Background: an optimization exercise with open tools, aiming at small area and a short achievable clock period. Do not read the settings as production practice. Only simulation tests tie the RTL to the original design; equivalence was not proved. No activity file was given, so power comes from the tool's default toggle rates.

===== config.mk =====
export PLATFORM = sky130hd
export DESIGN_NAME = risc24_mem_responder
export DESIGN_NICKNAME = risc24_mem_responder
export VERILOG_FILES = /design/flow/design.v
export SDC_FILE = /design/flow/constraint.sdc
export NUM_CORES = 4
export LEC_CHECK = 0
export CAP_MARGIN = 20
export CORE_MARGIN = 2
export CORE_UTILIZATION = 40
export CTS_CLUSTER_DIAMETER = 60
export CTS_CLUSTER_SIZE = 25
export SETUP_SLACK_MARGIN = 4.9
export SLEW_MARGIN = 20

===== constraint.sdc =====
create_clock -name core_clock -period 8.0 [get_ports {i_clk}]
set_input_delay 1.6000 -clock core_clock [delete_from_list [all_inputs] [get_ports {i_clk}]]
set_output_delay 1.6000 -clock core_clock [all_outputs]
set_load 0.01 [all_outputs]

===== design.v =====
module risc24_mem_responder #(
    parameter int DEPTH_LOG2 = 8,
    parameter int LATENCY    = 2
) (
    input  logic        i_clk,
    input  logic        i_reset,
    input  logic        i_req_valid,
    input  logic        i_req_write,
    input  logic [15:0] i_req_addr,
    input  logic [15:0] i_req_wdata,
    output logic        o_req_ready,
    output logic        o_resp_valid,
    input  logic        i_resp_ready,
    output logic [15:0] o_resp_rdata,
    output logic        o_resp_err
);
    localparam int NRING = 64;
    logic [NRING-1:0][15:0] r_p0, r_p1, r_p2, r_p3;
    logic [2:0]  r_rot;
    logic [15:0] r_wdata;
    logic [7:0]  r_hi, r_wlo;
    logic [7:0]  r_nhi, r_nwlo;
    logic [3:0]  r_wsh;
    logic        r_nwc;
    logic [7:0]  r_sel_lo0;
    logic [7:0]  r_sel_lo2;
    logic        r_hold;
    logic        r_inv_now;
    logic        r_rd;
    logic        r_cap_w1;
    logic        r_tap;
    logic        r_rinv;
    logic        r_req_ready;
    logic        r_w1;
    logic        r_w2;
    logic        r_resp_valid;
    logic [15:0] r_rdata;
    logic        w_accept;
    logic [2:0]  w_nrot;
    logic [2:0]  w_npos;
    logic [2:0]  w_cpos;
    logic [1:0]  w_wk;
    logic        w_c0, w_c1;
    logic        w_tap_n;
    logic [7:0]  w_hi, w_lo;
    logic [3:0]  w_wsh_n;
    logic [NRING-1:0] w_we, w_keep;
    logic [15:0] w_tap_data;
    assign w_accept = r_req_ready && i_req_valid && !i_reset;
    assign w_nrot  = r_rot;
    assign w_c0    = i_req_addr[0] & w_nrot[0];
    assign w_c1    = (i_req_addr[1] & w_nrot[1]) | (w_c0 & (i_req_addr[1] ^ w_nrot[1]));
    assign w_npos  = {w_nrot[2] ^ w_c1, i_req_addr[1] ^ w_nrot[1] ^ w_c0, i_req_addr[0] ^ w_nrot[0]};
    assign w_cpos  = {w_npos[2] ^ (w_npos[1] & w_npos[0]), w_npos[1] ^ w_npos[0], 1'b0};
    assign w_tap_n = w_cpos[1];
    assign w_hi    = 8'h01 << i_req_addr[7:5];
    assign w_lo    = 8'h01 << i_req_addr[4:2];
    assign w_wk    = ~w_npos[1:0];
    assign w_wsh_n = {4{i_req_write}} & {w_wk == 2'd3, w_wk == 2'd2, w_wk == 2'd1, w_wk == 2'd0};
    always_comb begin
        for (int r = 0; r < NRING; r++) begin
            w_we[r]   = r_wsh[0] && r_hi[r/8] && r_wlo[r%8];
            w_keep[r] = r_nwc || r_nhi[r/8] || r_nwlo[r%8];
        end
    end
    always_ff @(posedge i_clk) begin
        r_rot <= r_rot + 3'd1;
        for (int r = 0; r < NRING; r++) begin
            r_p0[r] <= ~(({16{w_we[r]}} & r_wdata) | ({16{w_keep[r]}} & r_p3[r]));
            r_p1[r] <= r_p0[r];
            r_p2[r] <= r_p1[r];
            r_p3[r] <= r_p2[r];
        end
    end
    always_ff @(posedge i_clk) begin
        if (w_accept) begin
            r_wdata   <= i_req_wdata ^ {16{w_npos[2]}};
            r_hi      <= w_hi;
            r_nhi     <= ~w_hi;
            r_wlo     <= w_lo;
            r_nwlo    <= ~w_lo;
            r_wsh     <= w_wsh_n;
            r_nwc     <= !w_wsh_n[0];
            r_rd      <= !i_req_write;
            r_cap_w1  <= !w_npos[0];
            r_tap     <= w_tap_n;
            r_rinv    <= w_cpos[2];
        end else begin
            r_wsh     <= {1'b0, r_wsh[3:1]};
            r_nwc     <= !r_wsh[1];
        end
    end
    always_ff @(posedge i_clk) begin
        if (w_accept) begin
            r_sel_lo0 <= (!i_req_write && !w_npos[0] && !w_tap_n) ? w_lo : 8'h00;
            r_sel_lo2 <= (!i_req_write && !w_npos[0] &&  w_tap_n) ? w_lo : 8'h00;
            r_hold    <= i_req_write ? 1'b0 : w_npos[0];
            r_inv_now <= !i_req_write && !w_npos[0] && w_cpos[2];
        end else if (r_w1) begin
            r_sel_lo0 <= (r_rd && !r_cap_w1 && !r_tap) ? r_wlo : 8'h00;
            r_sel_lo2 <= (r_rd && !r_cap_w1 &&  r_tap) ? r_wlo : 8'h00;
            r_hold    <= !(r_rd && !r_cap_w1);
            r_inv_now <= r_rd && !r_cap_w1 && r_rinv;
        end else begin
            r_sel_lo0 <= 8'h00;
            r_sel_lo2 <= 8'h00;
            r_hold    <= 1'b1;
            r_inv_now <= 1'b0;
        end
    end
    always_comb begin
        w_tap_data = 16'h0000;
        for (int r = 0; r < NRING; r++) begin
            w_tap_data = w_tap_data | ({16{r_hi[r/8] && r_sel_lo0[r%8]}} & r_p0[r])
                                    | ({16{r_hi[r/8] && r_sel_lo2[r%8]}} & r_p2[r]);
        end
    end
    always_ff @(posedge i_clk) begin
        r_rdata <= (w_tap_data ^ {16{r_inv_now}}) | ({16{r_hold}} & r_rdata);
    end
    always_ff @(posedge i_clk or posedge i_reset) begin
        if (i_reset) begin
            r_req_ready  <= 1'b1;
            r_w1         <= 1'b0;
            r_w2         <= 1'b0;
            r_resp_valid <= 1'b0;
        end else begin
            r_w1 <= w_accept;
            r_w2 <= r_w1;
            if (w_accept) begin
                r_req_ready <= 1'b0;
            end else if (r_resp_valid && i_resp_ready) begin
                r_req_ready <= 1'b1;
            end
            if (r_w2) begin
                r_resp_valid <= 1'b1;
            end else if (i_resp_ready) begin
                r_resp_valid <= 1'b0;
            end
        end
    end
    assign o_req_ready  = r_req_ready;
    assign o_resp_valid = r_resp_valid;
    assign o_resp_rdata = r_rdata;
    assign o_resp_err   = 1'b0;
endmodule

===== run.sh =====
#!/bin/bash
# synth_recipe.tcl (not shown) runs the flow's synth.tcl, then flattens the netlist and writes it again
# the make line also repeats each setting of config.mk as NAME=value (left out here)
make -C /OpenROAD-flow-scripts/flow DESIGN_CONFIG=/design/flow/config.mk WORK_HOME=/design/flow/orfs CLKGATE_MAP_FILE= SYNTH_SCRIPT=/design/flow/synth_recipe.tcl finish

==> results of run 1 <==
## metrics by stage
stage / worst slack [ns] / power (mW)
global placement: 3.948 / 21.41
CTS: 4.829 / 33.11
detailed placement: 3.990 / 21.41
global route: 4.846 / 33.90
floorplan: 4.600 / 21.40
finish: 4.748 / 33.03
## Yosys cell counts (15+ instances only)
master	number	area share, %
o21ai_0	29	0.13
buf_2	123	0.56
o22ai_1	43	0.25
nand3_1	377	1.7
buf_6	33	0.34
dfxtp_1	4138	76
o2111ai_1	15	0.12
nand2_1	73	0.25
a22o_1	154	1.2
nor4_1	68	0.39
a22oi_1	1663	11
and3_1	66	0.38
clkbuf_1	496	1.7
and4_1	16	0.13
a221oi_1	44	0.35
a222oi_1	44	0.40
xnor2_1	18	0.14
or3_1	66	0.38
edfxtp_1	52	1.4
buf_1	46	0.16
a21oi_1	20	0.092
nand4_1	121	0.69
inv_1	38	0.13
o22a_1	71	0.57
o21a_1	15	0.10
a41oi_1	62	0.50
## worst register-to-register path, stage by stage (launching register included)
cell and delay [ns]:
dfxtp_4 0.52, buf_4 0.44, a22oi_2 0.57, a41oi_1 0.27
a21oi_2 0.47, and4_1 0.51, a21oi_1 0.12, a211o_1 0.29
## power breakdown
part | internal (mW) | switching (mW) | total [mW]
combinational | 0.0187 | 0.0143 | 0.0330
clock | 5.39 | 6.72 | 12.1
sequential | 20.9 | 0 | 20.9
## state kept, by name (all words and copies together) (netlist names), 3 cells and up
signal,flops
r_hi,8
r_nhi,8
r_nwlo,8
r_p0,1024
r_p1,1024
r_p2,1024
r_p3,1024
r_rdata,16
r_rot,3
r_sel_lo0,8
r_sel_lo2,8
r_wdata,16
r_wlo,8
r_wsh,4
## per-layer routing
metal	share of wire (%)	vias to the layer above	track usage, %
li1	-	28370	-
met2	42	3484	36.68
met5	0.019	-	0
met3	11	680	7.367
met4	6.0	10	13.58
met1	41	34030	33.40
## how the worst min path moves through the flow
stage | startpoint | end | slack (ns) | cells after the start
finish | r_p1[800] | r_p2[800] | 0.30 | 0
global route | r_p1[227] | r_p2[227] | 0.30 | 0
CTS | r_p1[227] | r_p2[227] | 0.30 | 0
detailed placement | r_p1[138] | r_p2[138] | 0.31 | 0
global placement | r_p1[406] | r_p2[406] | 0.31 | 0
floorplan | r_p1[0] | r_p2[0] | 0.31 | 0
## timing repair
action | in CTS | in global routing
resized for setup | 152 | 43
pin swaps | 4 | 13
hold buffers | 0 | 0
gates cloned | 1 | 1
setup endpoints to repair | 34 | 34
buffers inserted | 4 | 9
## cell type report
class                           count  area, µm²  area share [%]
Clock inverter                     68      967.2          0.8086
Multi-Input combinational cell   3035      22080           18.46
Clock buffer                      237       5548           4.638
Timing Repair inverter              1      7.507        0.006276
Inverter                           40      163.9          0.1370
Timing Repair Buffer              167       1699           1.420
Tap cell                         3570       4467           3.734
Antenna cell                       28      70.07         0.05858
Sequential cell                  4194      84620           70.74
## cells by family after synthesis
family	share of synthesized area [%]
AOI/OAI and AO/OA	15.44
xor gates and xnor gates	0.1522
adders and majority gates	0.08697
buffers and inverters	2.963
DFF	77.29
muxes	0.009155
other	0.003430
and+or+nand+nor	4.055
==> impl_metrics.ini, run 1 <==
[setup_path]
r2r_end = r_rdata[14]
slowest_delay_ns = 0.54
r2r_start = r_sel_lo2[7]
path_cells = buf_4 > a22oi_2 > a41oi_1 > a21oi_2 > and4_1 > a21oi_1 > a211o_1
worst_setup_path_start_kind = flop
cp_max_fo = 36
cp.depth = 7
cp-endpoint = r_rdata[14]
rrSetupSlack_ns = 4.75
crit_family = compound AO/OA/AOI/OAI gates
crit_type = reg -> reg
crit_path_start = r_sel_lo2[7]
reg2reg_depth = 7
required_ns = 8.80
slowest_stage = a22oi_2
critPathCaptureType = flop
path_buf_inv = 1
critPathArrivalTime_ns = 4.05

[finish]
final_common_cell = dfxtp_1
nFillCells = 23880
final_area_um2 = 119600
fin_nets = 7687
final_cell_mix = dfxtp_1 (4105), a22oi_1 (1654), nand3_1 (371)
area_growth_pct = 9.406
fin_cells = 11340
fin_util_pct = 44.10
layout-drive-gt1-share_pct = 7.104

[sta]
hold_ws_ns = 0.3033
clock_skew_ns = 0.06779
rsz0062_at_grt = yes
final.setup.tns_ns = 0
timing.slew.headroom_pct = 8.090
tightest_slew_ns = 1.379
finalHoldViolations = 0
layout_min_cycle_time_ns = 3.252
period_share_pct = 40.65
fmax_ghz = 0.3075
drv_slew = 0
setup_viol = 0

[run]
cap_viol_max_count = 0

[cts]
clk_path_buf_depth = 3
cts_buffers = 204
cts_tree = yes
clk_latency_ns = 0.91
cts_root_buf = clkbuf_16
cts.clk_slew.worst_paths_ns = 0.10
cts.sinks = 4194
htreeDepth = 4

[placed_design]
postPlaceCellArea_um2 = 112400
gp_congestion = 0.9705
place.detailed.hpwl_mm = 223.8
dp_cells = 10990
portBuffers = 46

[global_route]
grt_overflow = 0
grt_pass1_vias = 64890
grt_max_degree = 135
grt_pass1_wl_mm = 502.8
grt_usage_pct = 25.13
grt_antenna_before_repair = 26

[floorplan]
num_rows = 191
core-area_um2 = 271200
ios = 56
start_util_pct = 40.31
chipWidth_um = 526.8
die-area_um2 = 277500
die_h_um = 526.8

[logic_synthesis]
synthesis.nets = 8020
avgSynthCellArea_um2 = 13.71
ys_warn_count = 1
yosysSeqAreaShare_pct = 77.29
synthesis.area_um2 = 109300
synth_top_flop_cell = dfxtp_1
syn-instance-count = 7976
synthArstFlopShare_pct = 0.09537
synth.distinct_cells = 55
synth_edf_count = 52
yosys_register_bits = 4194

[detailed_routing]
drc = 0
antenna_left = 0
drt_wl_total_mm = 361.1
wl_per_cell_um = 31.85
dr.pass1.iters = 8
viasPerCell = 5.870
num_vias = 66570
first_iter_violations = 8669

[power]
vdd_drop_max_mv = 0.2513
p_leak_nw = 43.36
p_per_area_nw_per_um2 = 276.1

[outcome]
outcome = no timing/DRC/antenna violations

[hold_path]
hp-class = reg -> reg
==> run 2: changes to the inputs <==
--- a/config.mk
+++ b/config.mk
@@ -10,5 +10,5 @@
 export CORE_UTILIZATION = 40
 export CTS_CLUSTER_DIAMETER = 60
 export CTS_CLUSTER_SIZE = 25
-export SETUP_SLACK_MARGIN = 4.9
+export SETUP_SLACK_MARGIN = 5.0
 export SLEW_MARGIN = 20
==> run 2 against run 1 <==
Net effect:
- clock skew grew 0.013 ns
- register-to-register slack gained 0.14 ns
- largest cell class unchanged
- sequential share of layout area shrank 0.40 points
- clock power shrank 3%
- global-route usage shrank 0.096 points
- first-iteration DRC count grew 8.4%
- non-clock buffer count grew 52
- highest routed layer unchanged
- hold slack lost 0.023 ns
- still clean on timing, DRC and antenna
==> impl_metrics.ini, run 2 <==
[setup_path]
cp_max_fo = 2
cp.depth = 1
path_cells = buf_6
critPathCaptureType = output pin
crit_path_start = r_req_ready
path_buf_inv = 1
reg2reg_depth = 8
rrSetupSlack_ns = 4.89
slowest_delay_ns = 0.56
worst_setup_path_start_kind = flop
crit_type = reg -> out
crit_family = flip-flops
cp-endpoint = o_req_ready
required_ns = 6.40
r2r_start = r_hi[3]
slowest_stage = dfstp_2
critPathArrivalTime_ns = 1.53
r2r_end = r_rdata[13]

[logic_synthesis]
synth_top_flop_cell = dfxtp_1
yosys_register_bits = 4194
synthTopCellsByArea = dfxtp_1 (76%), a22oi_1 (11%), nand3_1 (1.7%)
avgSynthCellArea_um2 = 13.71
synthesis.nets = 8020
synth_top_cell_area_share_pct = 75.77
synthesis.area_um2 = 109300
yosysSeqAreaShare_pct = 77.29
syn-instance-count = 7976
synth.largest_area_cell = dfxtp_1
synth_edf_count = 52
synth_most_common_cell = dfxtp_1
ys_warn_count = 1
synth_common_cells = dfxtp_1 (4138), a22oi_1 (1663), clkbuf_1 (496)
synth.distinct_cells = 55
synthArstFlopShare_pct = 0.09537

[finish]
final_common_cell = dfxtp_1
fin_nets = 7737
fin_util_pct = 44.35
area_growth_pct = 10.03
final_area_um2 = 120300
layout-drive-gt1-share_pct = 7.956
final_cell_mix = dfxtp_1 (4104), a22oi_1 (1642), nand3_1 (375)

[sta]
final.setup.tns_ns = 0
setup_viol = 0
tightest_slew_ns = 1.380
clock_skew_ns = 0.08119
finalHoldViolations = 0
timing.slew.headroom_pct = 7.989
drv_slew = 0
hold_ws_ns = 0.2807
layout_min_cycle_time_ns = 3.128
rsz0062_at_grt = yes
fmax_ghz = 0.3197
period_share_pct = 39.10

[hold_path]
holdPathStages = 0
hp-class = reg -> reg

[detailed_routing]
antenna_left = 0
first_iter_violations = 9393
drt_wl_total_mm = 369.4
drc = 0
viasPerCell = 5.942
num_vias = 67570
wl_per_cell_um = 32.48
dr.pass1.iters = 7

[placed_design]
place.detailed.hpwl_mm = 220.1
gp_congestion = 0.9658
portBuffers = 46
postPlaceCellArea_um2 = 112400

[cts]
cts.hold.buffers_added = 0
clk_path_buf_depth = 3
cts.clk_slew.worst_paths_ns = 0.09
cts_tree = yes
htreeDepth = 4
cts_root_buf = clkbuf_16
cts.sinks = 4194
cts_buffers = 202
clk_latency_ns = 0.90

[floorplan]
num_rows = 191
die_h_um = 526.8
chipWidth_um = 526.8
die-area_um2 = 277500
ios = 56
core-area_um2 = 271200
start_util_pct = 40.31

[run]
cap_viol_max_count = 0

[power]
p_int_mw = 25.97
power_frac_comb_pct = 0.1
p_leak_nw = 43.68
netSwitchingPower_mw = 6.681
vdd_drop_max_mv = 0.2174
p_sw_share_pct = 20.46
seqPwrFrac_pct = 64.0
total_power_mw = 32.65
clkPwrFrac_pct = 35.9
p_per_area_nw_per_um2 = 271.4

[global_route]
grt_pass1_vias = 64850
use_met2_pct = 36.68
met3_usage_pct = 6.950
grt_antenna_before_repair = 31
grt_overflow = 0
busiest_layer = met2
grt_usage_pct = 25.03
grt_max_degree = 128
grt_use_met1_pct = 33.54
grt_pass1_wl_mm = 501.5

[outcome]
outcome = no timing/DRC/antenna violations
## run 2: cell counts after synthesis
No cell type changed its count.
## run 2: how the worst min path moves through the flow
stage               slack (ns)   endpoint  startpoint
global placement          0.31  r_p2[209]   r_p1[209]
detailed placement        0.31  r_p2[139]   r_p1[139]
global route              0.29  r_p3[104]   r_p2[104]
finish                    0.28  r_p2[218]   r_p1[218]
floorplan                 0.31    r_p2[0]     r_p1[0]
CTS                       0.28  r_p3[104]   r_p2[104]
## run 2: cell type report
type | count | area (µm²)
Fill cell | 23920 | 150900
Sequential cell | 4194 | 84620
Multi-Input combinational cell | 3035 | 22370
Clock buffer | 236 | 5390
Tap cell | 3570 | 4467
Timing Repair Buffer | 219 | 2476
Clock inverter | 55 | 735.7
Inverter | 40 | 186.4
Antenna cell | 22 | 55.05
Timing Repair inverter | 1 | 5.005
## run 2: worst register-to-register path: stages (launching register included)
cell	delay, ns
edfxtp_1	0.43
buf_12	0.23
inv_8	0.46
buf_8	0.31
o22ai_1	0.45
or4_1	0.69
nor2_1	0.18
nand4_1	0.12
mux2i_1	0.16
## run 2: cell families after synthesis
| family | Yosys count | synth area share (%) |
|---|---|---|
| XOR/XNOR | 19 | 0.1522 |
| other | 1 | 0.003430 |
| AO/OA/AOI/OAI | 2199 | 15.44 |
| buffers and inverters | 747 | 2.963 |
| adder cells (fa/ha/maj) | 7 | 0.08697 |
| AND/OR/NAND/NOR | 808 | 4.055 |
| flip-flops | 4194 | 77.29 |
| multiplexers | 1 | 0.009155 |
## run 2: metrics by stage
stage | instances | worst slack [ns]
detailed placement | 10990 | 3.772
finish | 11370 | 4.872
CTS | 11310 | 4.822
floorplan | 7976 | 4.600
global placement | 10990 | 3.766
global route | 11350 | 4.828
## run 2: layer usage
layer / vias to the layer above / share of wire [%] / routed length (µm)
met5: - / 0.050 / 183
met4: 28 / 6.0 / 22170
met3: 766 / 11 / 38870
met2: 3702 / 43 / 157800
met1: 34620 / 41 / 150400
li1: 28460 / - / -
## run 2: repair_timing
| item | in CTS | in global routing |
|---|---|---|
| setup endpoints to repair | 52 | 50 |
| gates resized for setup | 225 | 67 |
| buffers inserted | 23 | 34 |
| pin swaps | 14 | 24 |
| gates cloned | 2 | 8 |
## run 2: power groups by stage
stage	combinational (mW)	clock (mW)	sequential, mW
after floorplan	0.0122	0	21.4
after global placement	0.0341	0	21.4
after detailed placement	0.0345	0	21.4
after CTS	0.0346	11.8	20.9
after global routing	0.0376	12.5	20.9
final	0.0349	11.7	20.9
==> run 3: changes to the inputs <==
--- a/design.v
+++ b/design.v
@@ -22,8 +22,8 @@
     logic [7:0]  r_nhi, r_nwlo;
     logic [3:0]  r_wsh;
     logic        r_nwc;
-    logic [7:0]  r_sel_lo0;
-    logic [7:0]  r_sel_lo2;
+    logic [NRING-1:0] r_sel0;
+    logic [NRING-1:0] r_sel2;
     logic        r_hold;
     logic        r_inv_now;
     logic        r_rd;
@@ -46,6 +46,7 @@
     logic [3:0]  w_wsh_n;
     logic [NRING-1:0] w_we, w_keep;
     logic [15:0] w_tap_data;
+    logic [7:0]  w_shi, w_slo0, w_slo2;
     assign w_accept = r_req_ready && i_req_valid && !i_reset;
     assign w_nrot  = r_rot;
     assign w_c0    = i_req_addr[0] & w_nrot[0];
@@ -90,20 +91,33 @@
             r_nwc     <= !r_wsh[1];
         end
     end
+    always_comb begin
+        if (w_accept) begin
+            w_shi  = w_hi;
+            w_slo0 = (!i_req_write && !w_npos[0] && !w_tap_n) ? w_lo : 8'h00;
+            w_slo2 = (!i_req_write && !w_npos[0] &&  w_tap_n) ? w_lo : 8'h00;
+        end else if (r_w1) begin
+            w_shi  = r_hi;
+            w_slo0 = (r_rd && !r_cap_w1 && !r_tap) ? r_wlo : 8'h00;
+            w_slo2 = (r_rd && !r_cap_w1 &&  r_tap) ? r_wlo : 8'h00;
+        end else begin
+            w_shi  = 8'h00;
+            w_slo0 = 8'h00;
+            w_slo2 = 8'h00;
+        end
+    end
     always_ff @(posedge i_clk) begin
+        for (int r = 0; r < NRING; r++) begin
+            r_sel0[r] <= w_shi[r/8] && w_slo0[r%8];
+            r_sel2[r] <= w_shi[r/8] && w_slo2[r%8];
+        end
         if (w_accept) begin
-            r_sel_lo0 <= (!i_req_write && !w_npos[0] && !w_tap_n) ? w_lo : 8'h00;
-            r_sel_lo2 <= (!i_req_write && !w_npos[0] &&  w_tap_n) ? w_lo : 8'h00;
             r_hold    <= i_req_write ? 1'b0 : w_npos[0];
             r_inv_now <= !i_req_write && !w_npos[0] && w_cpos[2];
         end else if (r_w1) begin
-            r_sel_lo0 <= (r_rd && !r_cap_w1 && !r_tap) ? r_wlo : 8'h00;
-            r_sel_lo2 <= (r_rd && !r_cap_w1 &&  r_tap) ? r_wlo : 8'h00;
             r_hold    <= !(r_rd && !r_cap_w1);
             r_inv_now <= r_rd && !r_cap_w1 && r_rinv;
         end else begin
-            r_sel_lo0 <= 8'h00;
-            r_sel_lo2 <= 8'h00;
             r_hold    <= 1'b1;
             r_inv_now <= 1'b0;
         end
@@ -111,8 +125,7 @@
     always_comb begin
         w_tap_data = 16'h0000;
         for (int r = 0; r < NRING; r++) begin
-            w_tap_data = w_tap_data | ({16{r_hi[r/8] && r_sel_lo0[r%8]}} & r_p0[r])
-                                    | ({16{r_hi[r/8] && r_sel_lo2[r%8]}} & r_p2[r]);
+            w_tap_data = w_tap_data | ({16{r_sel0[r]}} & r_p0[r]) | ({16{r_sel2[r]}} & r_p2[r]);
         end
     end
     always_ff @(posedge i_clk) begin
--- a/config.mk
+++ b/config.mk
@@ -10,5 +10,5 @@
 export CORE_UTILIZATION = 40
 export CTS_CLUSTER_DIAMETER = 60
 export CTS_CLUSTER_SIZE = 25
-export SETUP_SLACK_MARGIN = 5.0
+export SETUP_SLACK_MARGIN = 4.9
 export SLEW_MARGIN = 20
==> run 3 against run 2 <==
Net effect:
- die area increased by 0.53%
- sequential cell count increased by 112
- highest routed layer unchanged
- routed wire length increased by 1.9%
- synthesized cell count decreased by 3.5%
- maximum frequency decreased by 5.7%
- still clean on timing, DRC and antenna
- global-route usage increased by 1.0 points
- register-to-register slack got worse by 0.21 ns
- clock skew decreased by 0.0099 ns
- critical endpoint is now r_rdata[15]
- via count decreased by 2.9%
- setup slack got worse by 0.19 ns
- total power increased by 2.1%
- clock-buffer cell count decreased by 5
==> impl_metrics.ini, run 3 <==
[outcome]
outcome = no timing/DRC/antenna violations

[power]
p_int_mw = 26.64
p_per_area_nw_per_um2 = 277.4
p_sw_share_pct = 20.13
power_frac_comb_pct = 0.1
netSwitchingPower_mw = 6.713
clkPwrFrac_pct = 35.6
p_leak_nw = 44.70
total_power_mw = 33.35
seqPwrFrac_pct = 64.3
vdd_drop_max_mv = 0.1680

[global_route]
grt_max_degree = 65
grt_usage_pct = 26.04
grt_overflow = 0
grt_pass1_wl_mm = 508.5
grt_antenna_before_repair = 46
grt_pass1_vias = 61120

[cts]
clk_path_buf_depth = 4
cts_root_buf = clkbuf_16
cts.clk_slew.worst_paths_ns = 0.09
cts_tree = yes
clk_latency_ns = 0.92
cts.sinks = 4306
htreeDepth = 4
cts_buffers = 209

[logic_synthesis]
synthTopCellsByArea = dfxtp_1 (77%), a22oi_1 (9.8%), a221oi_1 (2.4%)
synth.largest_area_cell = dfxtp_1
syn-instance-count = 7699
synthArstFlopShare_pct = 0.09289
avgSynthCellArea_um2 = 14.28
synthesis.area_um2 = 109900
yosys_register_bits = 4306
synthesis.nets = 7743
synth_top_cell_area_share_pct = 77.40
synth.distinct_cells = 52
synth_top_flop_cell = dfxtp_1
synth_common_cells = dfxtp_1 (4250), a22oi_1 (1442), clkbuf_1 (548)
yosysSeqAreaShare_pct = 78.91
synth_most_common_cell = dfxtp_1
synth_edf_count = 52
ys_warn_count = 1

[sta]
layout_min_cycle_time_ns = 3.317
timing.slew.headroom_pct = 18.74
finalHoldViolations = 0
fmax_ghz = 0.3015
drv_slew = 0
tightest_slew_ns = 1.219
final.setup.tns_ns = 0
setup_viol = 0
clock_skew_ns = 0.07126
period_share_pct = 41.46
rsz0062_at_grt = yes
worst_slack_ns = 4.683

[setup_path]
critPathArrivalTime_ns = 4.13
crit_type = reg -> reg
cp_max_fo = 16
worst_setup_path_start_kind = flop
required_ns = 8.82
critPathCaptureType = flop

[floorplan]
ios = 56
core-area_um2 = 273400
die_h_um = 528.2
die-area_um2 = 279000
start_util_pct = 40.21
chipWidth_um = 528.2
num_rows = 192

[detailed_routing]
drt_wl_total_mm = 376.4
dr.pass1.iters = 8
antenna_left = 0
drc = 0
num_vias = 65600
wl_per_cell_um = 33.73
viasPerCell = 5.879
first_iter_violations = 9899

[finish]
final_cell_mix = dfxtp_1 (4230), a22oi_1 (1433), a22o_1 (303)
final_common_cell = dfxtp_1
fin_nets = 7532
layout-drive-gt1-share_pct = 7.899
area_growth_pct = 9.361
final_area_um2 = 120200

[placed_design]
postPlaceCellArea_um2 = 113500
place_ws_ns = 3.193
portBuffers = 46
gp_congestion = 0.9864
place.detailed.hpwl_mm = 258.2

[hold_path]
hp-class = reg -> reg

[run]
cap_viol_max_count = 0
## run 3: cell type report
type,count,area [µm²]
clock inverters,37,576.8
clock buffers,231,5458
flip-flops and latches,4306,86780
multi-input cells,2710,20780
well taps,3589,4491
fillers,24130,153200
inverters,24,93.84
diodes,24,60.06
repair buffers,237,1964
## run 3: worst paths after layout
check | from | endpoint | slack [ns] | cells past startpoint
worst max-delay path | r_sel0[26] | r_rdata[15] | 4.68 | 5
worst min-delay path | r_p1[957] | r_p2[957] | 0.29 | 0
worst max register to register | r_sel0[26] | r_rdata[15] | 4.68 | 5
worst min register to register | r_p1[957] | r_p2[957] | 0.29 | 0
max in group asynchronous | i_reset | r_req_ready | 6.78 | 2
min in group asynchronous | i_reset | r_resp_valid | 0.94 | 2
## run 3: what timing repair did
| action | 4_1_cts | 5_1_grt |
|---|---|---|
| pin swaps | 12 | 2 |
| hold buffers | 0 | 0 |
| resized for setup | 124 | 31 |
| setup endpoints to repair | 209 | 41 |
| buffers inserted | 20 | 0 |
| gates cloned | 1 | 0 |
## run 3: cell families after synthesis
kind of cell / after synthesis / share of synthesized area (%)
buffers and inverters: 684 / 2.707
multiplexers: 16 / 0.1457
other: 1 / 0.003411
adder cells (fa/ha/maj): 7 / 0.08651
XOR/XNOR: 19 / 0.1582
AND/OR/NAND/NOR: 557 / 2.804
AO/OA/AOI/OAI: 2109 / 15.18
flip-flops: 4306 / 78.91
## run 3: power groups by stage
stage / Clock (mW) / Sequential, mW / Combinational (mW)
CTS: 11.9 / 21.5 / 0.0415
floorplan: 0 / 22.0 / 0.0155
finish: 11.9 / 21.5 / 0.0414
global placement: 0 / 22.0 / 0.0376
global route: 12.7 / 21.5 / 0.0440
detailed placement: 0 / 22.0 / 0.0387
## run 3: stage by stage
step | utilization, % | hold WS, ns | std cells
after floorplan | - | 0.3096 | 7699
after global placement | 41.49 | 0.3096 | 10840
after detailed placement | 41.50 | 0.3121 | 10840
after CTS | 43.89 | 0.2891 | 11130
after global routing | 43.96 | 0.3049 | 11150
final | 43.97 | 0.2938 | 11160
## run 3: worst max-delay path, cell delays in order (launching register included)
cell and delay (ns):
dfxtp_1 0.69, a22oi_1 0.94, nand4_1 0.17, nor4_1 0.94, and3_1 0.30, mux2i_1 0.17
## run 3: metal layers
layer / GRT usage [%] / wire length, µm
met5: 0 / 56
met4: 12.84 / 21570
met3: 7.925 / 44940
met2: 36.42 / 153900
met1: 36.29 / 155900
==> run 4: changes to the inputs <==
--- a/config.mk
+++ b/config.mk
@@ -10,5 +10,5 @@
 export CORE_UTILIZATION = 40
 export CTS_CLUSTER_DIAMETER = 60
 export CTS_CLUSTER_SIZE = 25
-export SETUP_SLACK_MARGIN = 4.9
+export SETUP_SLACK_MARGIN = 5.0
 export SLEW_MARGIN = 20
==> run 4 against run 3 <==
Net effect:
- still clean on timing, DRC and antenna
- final cell count is 0.49% higher
- die area unchanged
- utilization up 0.19 points
- clock-buffer cell count is 18 higher
- routed wire length increased by 0.52%
- critical path depth is 2 higher
- clock power about the same
- first-iteration DRC count decreased by 8.2%
- synthesized cell count unchanged
- critical endpoint is now r_rdata[9]
- largest cell class unchanged
==> impl_metrics.ini, run 4 <==
[floorplan]
chipWidth_um = 528.2
core-area_um2 = 273400
start_util_pct = 40.21
die_h_um = 528.2
ios = 56
die-area_um2 = 279000
num_rows = 192

[cts]
clk_latency_ns = 0.95
cts_buffers = 212
clk_path_buf_depth = 4
cts_root_buf = clkbuf_16
cts.sinks = 4306
cts.clk_slew.worst_paths_ns = 0.09
cts_tree = yes
htreeDepth = 4
cts.hold.buffers_added = 0

[logic_synthesis]
synthArstFlopShare_pct = 0.09289
yosysSeqAreaShare_pct = 78.91
synthesis.nets = 7743
syn-instance-count = 7699
synth_top_cell_area_share_pct = 77.40
avgSynthCellArea_um2 = 14.28
synth.distinct_cells = 52
synth_most_common_cell = dfxtp_1
synthTopCellsByArea = dfxtp_1 (77%), a22oi_1 (9.8%), a221oi_1 (2.4%)
ys_warn_count = 1
synthesis.area_um2 = 109900
yosys_register_bits = 4306
synth_edf_count = 52
synth_top_flop_cell = dfxtp_1
synth.largest_area_cell = dfxtp_1
synth_common_cells = dfxtp_1 (4250), a22oi_1 (1442), clkbuf_1 (548)

[setup_path]
worst_setup_path_start_kind = flop
slowest_stage = nor4_2
cp.depth = 7
cp_max_fo = 16
critPathArrivalTime_ns = 4.00
crit_type = reg -> reg
required_ns = 8.82
reg2reg_depth = 7
crit_family = simple AND/OR/NAND/NOR gates
path_buf_inv = 1
path_cells = buf_4 > a22o_1 > a221oi_1 > nand3_1 > nor4_2 > and3_1 > mux2i_1
critPathCaptureType = flop
slowest_delay_ns = 0.73

[power]
p_per_area_nw_per_um2 = 277.3
vdd_drop_max_mv = 0.2160
p_leak_nw = 44.97

[detailed_routing]
num_vias = 65450
dr.pass1.iters = 7
first_iter_violations = 9084
drc = 0
viasPerCell = 5.837
wl_per_cell_um = 33.74
drt_wl_total_mm = 378.3
antenna_left = 0

[global_route]
grt_max_degree = 65
grt_pass1_wl_mm = 510.8
grt_usage_pct = 26.16
grt_antenna_before_repair = 50
grt_pass1_vias = 61180
grt_overflow = 0

[sta]
final.setup.tns_ns = 0
timing.slew.headroom_pct = 13.68
fmax_ghz = 0.3143
setup_viol = 0
drv_slew = 0
clock_skew_ns = 0.08270
rsz0062_at_grt = yes
hold_ws_ns = 0.2819
layout_min_cycle_time_ns = 3.182
period_share_pct = 39.78
finalHoldViolations = 0
tightest_slew_ns = 1.295

[finish]
final_cell_mix = dfxtp_1 (4226), a22oi_1 (1426), a22o_1 (300)
fin_nets = 7552
multi_input_area_um2 = 20980
final_common_cell = dfxtp_1
nFillCells = 24160
area_growth_pct = 9.823
regArea_um2 = 86790
layout-drive-gt1-share_pct = 8.464

[placed_design]
portBuffers = 46
gp_congestion = 1.003
place.detailed.hpwl_mm = 260.8

[run]
cap_viol_max_count = 0

[hold_path]
hp-class = reg -> reg
holdPathStages = 0

[outcome]
outcome = no timing/DRC/antenna violations
-- run 4: cell types whose count changed in the layout (fill, tap and decap cells not counted), sizes merged --
cell	before	now
clkinvlp	5	3
buf	196	226
clkbuf	235	249
bufinv	7	2
clkdlybuf4s50	26	25
clkdlybuf4s15	9	0
diode	24	39
inv	32	42
dlymetal6s2s	0	1
clkinv	17	19
-- run 4: metal layers --
metal | wire length [µm] | vias to the layer above | part of all wire (%) | GRT usage [%]
li1 | - | 27550 | - | -
met1 | 160200 | 33450 | 42 | 36.89
met2 | 155800 | 3791 | 41 | 36.93
met3 | 41960 | 646 | 11 | 7.244
met4 | 20060 | 16 | 5.3 | 12.17
met5 | 276 | - | 0.073 | 0.1212
-- run 4: final cells by class --
class / instances / share of cell area, %
Sequential cell: 4306 / 71.89
Multi-Input combinational cell: 2710 / 17.38
Clock buffer: 249 / 4.680
Tap cell: 3589 / 3.720
Timing Repair Buffer: 254 / 1.726
Clock inverter: 42 / 0.4312
Inverter: 24 / 0.08810
Antenna cell: 39 / 0.08084
-- run 4: cells by family after synthesis --
| group | count (synthesis) | synth area share [%] |
|---|---|---|
| buffers and inverters | 684 | 2.707 |
| adder cells (fa/ha/maj) | 7 | 0.08651 |
| multiplexers | 16 | 0.1457 |
| flip-flops | 4306 | 78.91 |
| AND/OR/NAND/NOR | 557 | 2.804 |
| XOR/XNOR | 19 | 0.1582 |
| AO/OA/AOI/OAI | 2109 | 15.18 |
| other | 1 | 0.003411 |
-- run 4: stage by stage --
stage          setup slack [ns]  area, µm²  total power [mW]  util, %  instances
6_report                  4.818     120700             33.47    44.16      11210
5_1_grt                   4.786     120700             34.33    44.14      11190
4_1_cts                   4.805     120400             33.54    44.03      11170
3_5_place_dp              3.390     113600             21.99    41.54      10860
3_3_place_gp              3.449     113500             21.99    41.53      10850
2_1_floorplan             4.289     110000             21.97        -       7699
-- run 4: worst register-to-register path: cells and delay by family (launching register included) --
kind | cells | cell delay (ns)
compound gates | 2 | 0.82
simple gates | 3 | 1.48
flops | 1 | 0.33
mux | 1 | 0.19
buf+inv | 1 | 0.23
-- run 4: repair_timing --
item	CTS	global route
gates cloned	1	0
buffers inserted	24	0
resized for setup	161	49
setup endpoints to repair	212	44
pin swaps	12	16
-- run 4: power by group --
group / internal [mW] / total [mW] / switching (mW)
sequential: 21.5 / 21.5 / 0
combinational: 0.0203 / 0.0397 / 0.0193
clock: 5.18 / 12.0 / 6.81
-- run 4: path summary, 6_finish.rpt --
path	slack (ns)	end	startpoint
max in group asynchronous	6.76	r_req_ready	i_reset
hold / removal	0.28	r_p2[873]	r_p1[873]
min in group asynchronous	1.03	r_resp_valid	i_reset
hold reg to reg	0.28	r_p2[873]	r_p1[873]
setup / recovery	4.82	r_rdata[9]	r_sel0[32]
setup reg to reg	4.82	r_rdata[9]	r_sel0[32]

[what the ideal ports hide]
How much do the figures lean on ideal ports? The routed layouts below were timed once more, with nothing changed but the port constraints.
Step 1: set_driving_cell puts a clkbuf_16 on i_clk and a buf_2 on each other input, an assumption about the parent block.
Step 2 also shifts input and output timing later by t, the mid clock arrival at the registers, as if the neighbouring blocks saw the same clock.
Slacks: ideal ports / drivers / drivers and shift; pairs: ideal ports / drivers.
| run | t, ns | setup WS [ns] | latest minus earliest clock arrival (ns) |
|---|---|---|---|
| run 1 | 0.976 | 4.748 / 4.748 / 4.146 | 0.075 / 0.075 |
| run 2 | 0.956 | 4.872 / 4.777 / 4.131 | 0.089 / 0.089 |
| run 3 | 0.977 | 4.683 / 4.683 / 4.000 | 0.071 / 0.071 |
| run 4 | 1.008 | 4.818 / 4.744 / 3.979 | 0.093 / 0.093 |
After both steps every run listed still meets setup and hold. For run 4, which loses most, drivers alone change the setup slack by -0.074 ns; drivers and shift together by -0.839 ns.
